Context: an optimization exercise on an open-source flow, tuned for small area, a short achievable clock period and few clock cycles per item. The choices shown serve that exercise and are no tape-out recipe. In this exercise RTL edits were held to simulation tests only and were not proved equivalent to the original. Power is estimated from default activity; no workload was simulated.

==> flow/design.v (excerpt) <==
module postfix_expression_evaluator #(
	parameter int STACK_DEPTH = pee_pkg::DEFAULT_STACK_DEPTH
) (
	input  wire logic        clk,
	input  wire logic        arst_n,
	input  wire logic        s_axis_tvalid,
	output logic             s_axis_tready,
	input  wire logic [7:0]  s_axis_tdata,    
	input  wire logic        s_axis_tlast,    
	output logic             m_axis_tvalid,
	input  wire logic        m_axis_tready,
	output logic [31:0]      m_axis_tdata,    
	output logic [1:0]       m_axis_tuser     
);
clock: 10.0 ns
lec_check: 0
abc_clock_period_in_ps: 3000
cap_margin: 35
core_margin: 2
core_utilization: 62
cts_buf_list: sky130_fd_sc_hd__clkbuf_8
cts_cluster_diameter: 50
cts_cluster_size: 16
place_density: 0.72
slew_margin: 35
standard.sh (not shown) runs the stock make flow with config.mk's settings and CLKGATE_MAP_FILE= SYNTH_SCRIPT=/design/flow/synth_recipe.tcl, a recipe that flattens the netlist after the stock synthesis.
==> flow/flow/run.sh <==
#!/bin/bash
set -euo pipefail
bash standard.sh SETUP_SLACK_MARGIN=6.3 finish > standard_flow.log 2>&1
Testbench counts at the start, summed over its fixed seeds: cycles 20,352, items 1,920.
Edit:
==> flow/flow/run.sh (replaced) <==
#!/bin/bash
set -euo pipefail
bash standard.sh SETUP_SLACK_MARGIN=6.6 finish > standard_flow.log 2>&1
=> The changed run completed without violations; synthesized area does not change; power increases by 1.7%; setup slack is better by 100 ps; non-clock buffer count went up by 75; fmax grows by about 3%; worst hold slack is worse by 5.8 ps; routed wire length went up by about 4%; clock power hardly moves.

---

Starting RTL as in the previous note.
==> flow/design.v (excerpt) <==
module postfix_expression_evaluator #(
	parameter int STACK_DEPTH = pee_pkg::DEFAULT_STACK_DEPTH
) (
	input  wire logic        clk,
	input  wire logic        arst_n,
	input  wire logic        s_axis_tvalid,
	output logic             s_axis_tready,
	input  wire logic [7:0]  s_axis_tdata,    
	input  wire logic        s_axis_tlast,    
	output logic             m_axis_tvalid,
	input  wire logic        m_axis_tready,
	output logic [31:0]      m_axis_tdata,    
	output logic [1:0]       m_axis_tuser     
);
export LEC_CHECK = 0
export ABC_CLOCK_PERIOD_IN_PS = 3000
export CAP_MARGIN = 35
export CORE_MARGIN = 2
export CORE_UTILIZATION = 55
export CTS_BUF_LIST = sky130_fd_sc_hd__clkbuf_8
export CTS_CLUSTER_DIAMETER = 50
export CTS_CLUSTER_SIZE = 16
export SLEW_MARGIN = 35
create_clock -name core_clock -period 10.0 [get_ports {clk}]
==> flow/flow/run.sh <==
#!/bin/bash
set -euo pipefail
bash standard.sh SETUP_SLACK_MARGIN=5.5 finish > standard_flow.log 2>&1
Testbench counts at the start, summed over its fixed seeds: cycles 20,352, items 1,920.
Edit:
==> flow/flow/run.sh (replaced) <==
#!/bin/bash
set -euo pipefail
bash standard.sh SETUP_SLACK_MARGIN=6.4 finish > standard_flow.log 2>&1
CORE_UTILIZATION = 62   (was 55)
PLACE_DENSITY = 0.72   (was not set)
Result: The new run completed without violations; die area decreases by 11%; final cell count is lower by about 1.6%; clock power shrinks by about 7%; sequential power barely changes; worst hold slack loses 0.015 ns; clock-buffer cell count fell by 3; wire length drops by 1.5%; global-route usage goes up by 2.7 points; cell area goes up by 2.3%; combinational power is about the same; total power is lower by 0.65%.

---

Setup of run 1:
postfix_expression_evaluator again, from the RTL that the note above started with.
clock: 10.0 ns
lec_check: 0
abc_clock_period_in_ps: 3000
cap_margin: 35
core_margin: 2
core_utilization: 62
cts_buf_list: sky130_fd_sc_hd__clkbuf_8
cts_cluster_diameter: 50
cts_cluster_size: 16
place_density: 0.72
slew_margin: 35
==> flow/flow/run.sh <==
#!/bin/bash
set -euo pipefail
bash standard.sh SETUP_SLACK_MARGIN=6.8 finish > standard_flow.log 2>&1
Testbench counts of run 1, summed over its fixed seeds: cycles 20,352, items 1,920.
Inputs modified between run 1 and run 2:
==> flow/flow/run.sh <==
#!/bin/bash
set -euo pipefail
bash standard.sh SETUP_SLACK_MARGIN=6.4 finish > standard_flow.log 2>&1
-- flow/config.mk --
<<< run 1, line 9
export CAP_MARGIN = 35
export CORE_MARGIN = 2
export CORE_UTILIZATION = 62
export CTS_BUF_LIST = sky130_fd_sc_hd__clkbuf_8
export CTS_CLUSTER_DIAMETER = 50
export CTS_CLUSTER_SIZE = 16
export PLACE_DENSITY = 0.72
export SLEW_MARGIN = 35
>>> run 2, line 9
export CAP_MARGIN = 35
export CORE_MARGIN = 2
export CORE_UTILIZATION = 55
export CTS_BUF_LIST = sky130_fd_sc_hd__clkbuf_8
export CTS_CLUSTER_DIAMETER = 50
export CTS_CLUSTER_SIZE = 16
export SLEW_MARGIN = 35
==> run notes <==
Looking at topmost layer with routed signal wires, the met5 result is from run 2; the met4 one comes from run 1. There was hardly any difference in routed wire length between run 1 and run 2. Relative to run 1, maximum net fanout on the critical path has increased by 5 in run 2. Delay of the slowest critical-path stage: run 1 and run 2 compared, higher one is run 1. Going from run 1 to run 2, the wire length on met2 was found to have gone down by 160 µm. Compared with run 1, run 2 ends up with less cell area.
Input changes introduced in run 3 (baseline for comparison: run 2):
==> flow/flow/run.sh <==
#!/bin/bash
set -euo pipefail
bash standard.sh SETUP_SLACK_MARGIN=6 finish > standard_flow.log 2>&1
-- flow/config.mk --
<<< run 2, line 9
export CAP_MARGIN = 35
export CORE_MARGIN = 2
export CORE_UTILIZATION = 55
export CTS_BUF_LIST = sky130_fd_sc_hd__clkbuf_8
export CTS_CLUSTER_DIAMETER = 50
export CTS_CLUSTER_SIZE = 16
export SLEW_MARGIN = 35
>>> run 3, line 9
export CAP_MARGIN = 35
export CORE_MARGIN = 2
export CORE_UTILIZATION = 62
export CTS_BUF_LIST = sky130_fd_sc_hd__clkbuf_8
export CTS_CLUSTER_DIAMETER = 50
export CTS_CLUSTER_SIZE = 16
export PLACE_DENSITY = 0.72
export SLEW_MARGIN = 35
Findings:
Relative to run 2, the final-layout clock buffer total measured on run 3 has decreased by more than 10%. NOTE fill cell total of the finished layout run 2->run 3 decreased by more than 10%. Against run 2, die area in run 3 fell by more than 10%.
The following lists how run 4 was set up differently from run 3:
-- flow/config.mk --
<<< run 3, line 9
export CAP_MARGIN = 35
export CORE_MARGIN = 2
export CORE_UTILIZATION = 62
export CTS_BUF_LIST = sky130_fd_sc_hd__clkbuf_8
export CTS_CLUSTER_DIAMETER = 50
export CTS_CLUSTER_SIZE = 16
export PLACE_DENSITY = 0.72
export SLEW_MARGIN = 35
>>> run 4, line 9
export CAP_MARGIN = 35
export CORE_MARGIN = 2
export CORE_UTILIZATION = 55
export CTS_BUF_LIST = sky130_fd_sc_hd__clkbuf_8
export SLEW_MARGIN = 35
## What came out
- Cell area up about 2.7% in run 4 wrt run 3
- Per the comparison of run 4 with run 3, final standard cell count with taps included and fillers excluded now larger, register-to-register setup slack saw a decrease, tapcell count +72, wire length of the first global-routing pass went up.
- Row arrival time at the worst endpoint: run 4 higher / run 3 lower
- Comparing final critical path time including I/O delays and setup for run 4 and run 3, the bigger number came from run 4.
- Total wire length after detailed routing ends up higher on run 4.
> inputs changed (run 4 -> run 5)
-- flow/config.mk --
<<< run 4, line 9
export CAP_MARGIN = 35
export CORE_MARGIN = 2
export CORE_UTILIZATION = 55
export CTS_BUF_LIST = sky130_fd_sc_hd__clkbuf_8
export SLEW_MARGIN = 35
>>> run 5, line 9
export CAP_MARGIN = 35
export CORE_MARGIN = 2
export CORE_UTILIZATION = 68
export CTS_BUF_LIST = sky130_fd_sc_hd__clkbuf_8
export CTS_CLUSTER_DIAMETER = 50
export CTS_CLUSTER_SIZE = 16
export PLACE_DENSITY = 0.8
export SLEW_MARGIN = 35
Run 4 has a higher standby leakage power than run 5. The higher global-route wire length before repair of run 4 and run 5 is in run 4. Run 5 — synthesis-to-finish area growth 3.6 points lower, run 4 as reference. Between run 5 and run 4, it is run 5 whose HPWL after detailed placement is lower, by about 6%. Between run 4 and run 5, hold slack is lower for run 4, run 5 comes in above that. Sum of met3 wire segment lengths after detailed routing sits higher in run 5 than in run 4. On number of filler instances in the final layout: between run 4 and run 5, it ends up lower for run 5. In the tables for run 4 and run 5, part of the total power dissipated in the clock network reads higher with run 4. From run 4 to run 5 the numbers moved as follows: design area decreased by 990 µm² relative to the old numbers, die footprint decreased by 19% relative to the old numbers, total power decreased by 9.8% relative to the old numbers.

---

postfix_expression_evaluator again, from the RTL that the note above started with.
export LEC_CHECK = 0
export ABC_CLOCK_PERIOD_IN_PS = 3000
export CAP_MARGIN = 35
export CORE_MARGIN = 2
export CORE_UTILIZATION = 55
export CTS_BUF_LIST = sky130_fd_sc_hd__clkbuf_8
export CTS_CLUSTER_DIAMETER = 50
export CTS_CLUSTER_SIZE = 16
export SLEW_MARGIN = 35
export TNS_END_PERCENT = 10
create_clock -name core_clock -period 10.0 [get_ports {clk}]
==> flow/flow/run.sh <==
#!/bin/bash
set -euo pipefail
bash standard.sh SETUP_SLACK_MARGIN=6 finish > standard_flow.log 2>&1
Testbench counts at the start, summed over its fixed seeds: cycles 20,352, items 1,920.
Edit:
--- a/flow/config.mk
+++ b/flow/config.mk
@@ -14,3 +14,2 @@
 export CTS_CLUSTER_SIZE = 16
 export SLEW_MARGIN = 35
-export TNS_END_PERCENT = 10
Total power falls by about 1%.
Setup slack improves by 0.069 ns.
Hold slack loses 0.0086 ns.
Sequential cell count is unchanged.
Cell area drops by 0.45%.
Area after synthesis stays the same.
Count of clock-buffer cells in the layout came out higher by 1.
Synthesized cell count is unchanged.

[what the ideal ports hide]
The flow's constraints put no driver on any port. The routed layouts listed below were extracted and timed again, unchanged, in two steps. Step 1: set_driving_cell puts a clkbuf_16 on clk and a buf_2 on each other input, an assumption about the parent block. Step 2 adds t to the input delays and takes it off the output delays; t is the mean of the earliest and latest rising clock arrival at the registers after step 1. Input paths then give back, and output paths get back, about the clock's delay inside the block. Slacks: ideal / step 1 / step 2; pairs: ideal / step 1.
| run | t, ns | setup WS [ns] | clock arrival spread, ns | worst register clock-pin slew, ns | cell pins on the clock port's net |
|---|---|---|---|---|---|
| the first run of note 1 | 0.736 | 6.317 / 6.262 / 5.643 | 0.049 / 0.048 | 0.10 / 0.10 | 1 |
| the second run of note 1 | 0.754 | 6.418 / 6.418 / 5.835 | 0.045 / 0.045 | 0.10 / 0.10 | 1 |
| the first run of note 2 | 0.738 | 5.742 / 5.742 / 5.452 | 0.035 / 0.035 | 0.10 / 0.10 | 1 |
| the second run of note 2 | 0.732 | 6.421 / 6.409 / 5.764 | 0.050 / 0.050 | 0.10 / 0.10 | 1 |
| run 1 | 0.740 | 6.244 / 6.244 / 5.861 | 0.045 / 0.045 | 0.11 / 0.11 | 1 |
| run 2 | 0.736 | 6.434 / 6.381 / 5.780 | 0.052 / 0.051 | 0.10 / 0.10 | 1 |
| run 3 | 0.734 | 6.073 / 6.019 / 5.612 | 0.053 / 0.053 | 0.10 / 0.10 | 1 |
| run 4 | 0.724 | 6.034 / 5.980 / 5.560 | 0.027 / 0.027 | 0.06 / 0.06 | 1 |
| run 5 | 0.734 | 6.072 / 6.015 / 5.522 | 0.045 / 0.045 | 0.10 / 0.10 | 1 |
| the first run of note 4 | 0.756 | 5.988 / 5.927 / 5.521 | 0.030 / 0.030 | 0.10 / 0.10 | 1 |
| the second run of note 4 | 0.740 | 6.057 / 5.995 / 5.544 | 0.029 / 0.029 | 0.10 / 0.10 | 1 |
After both steps setup and hold are still met in every run listed. For the first run of note 1, which loses most, drivers alone change the setup slack by -0.055 ns; drivers and shift together by -0.674 ns.
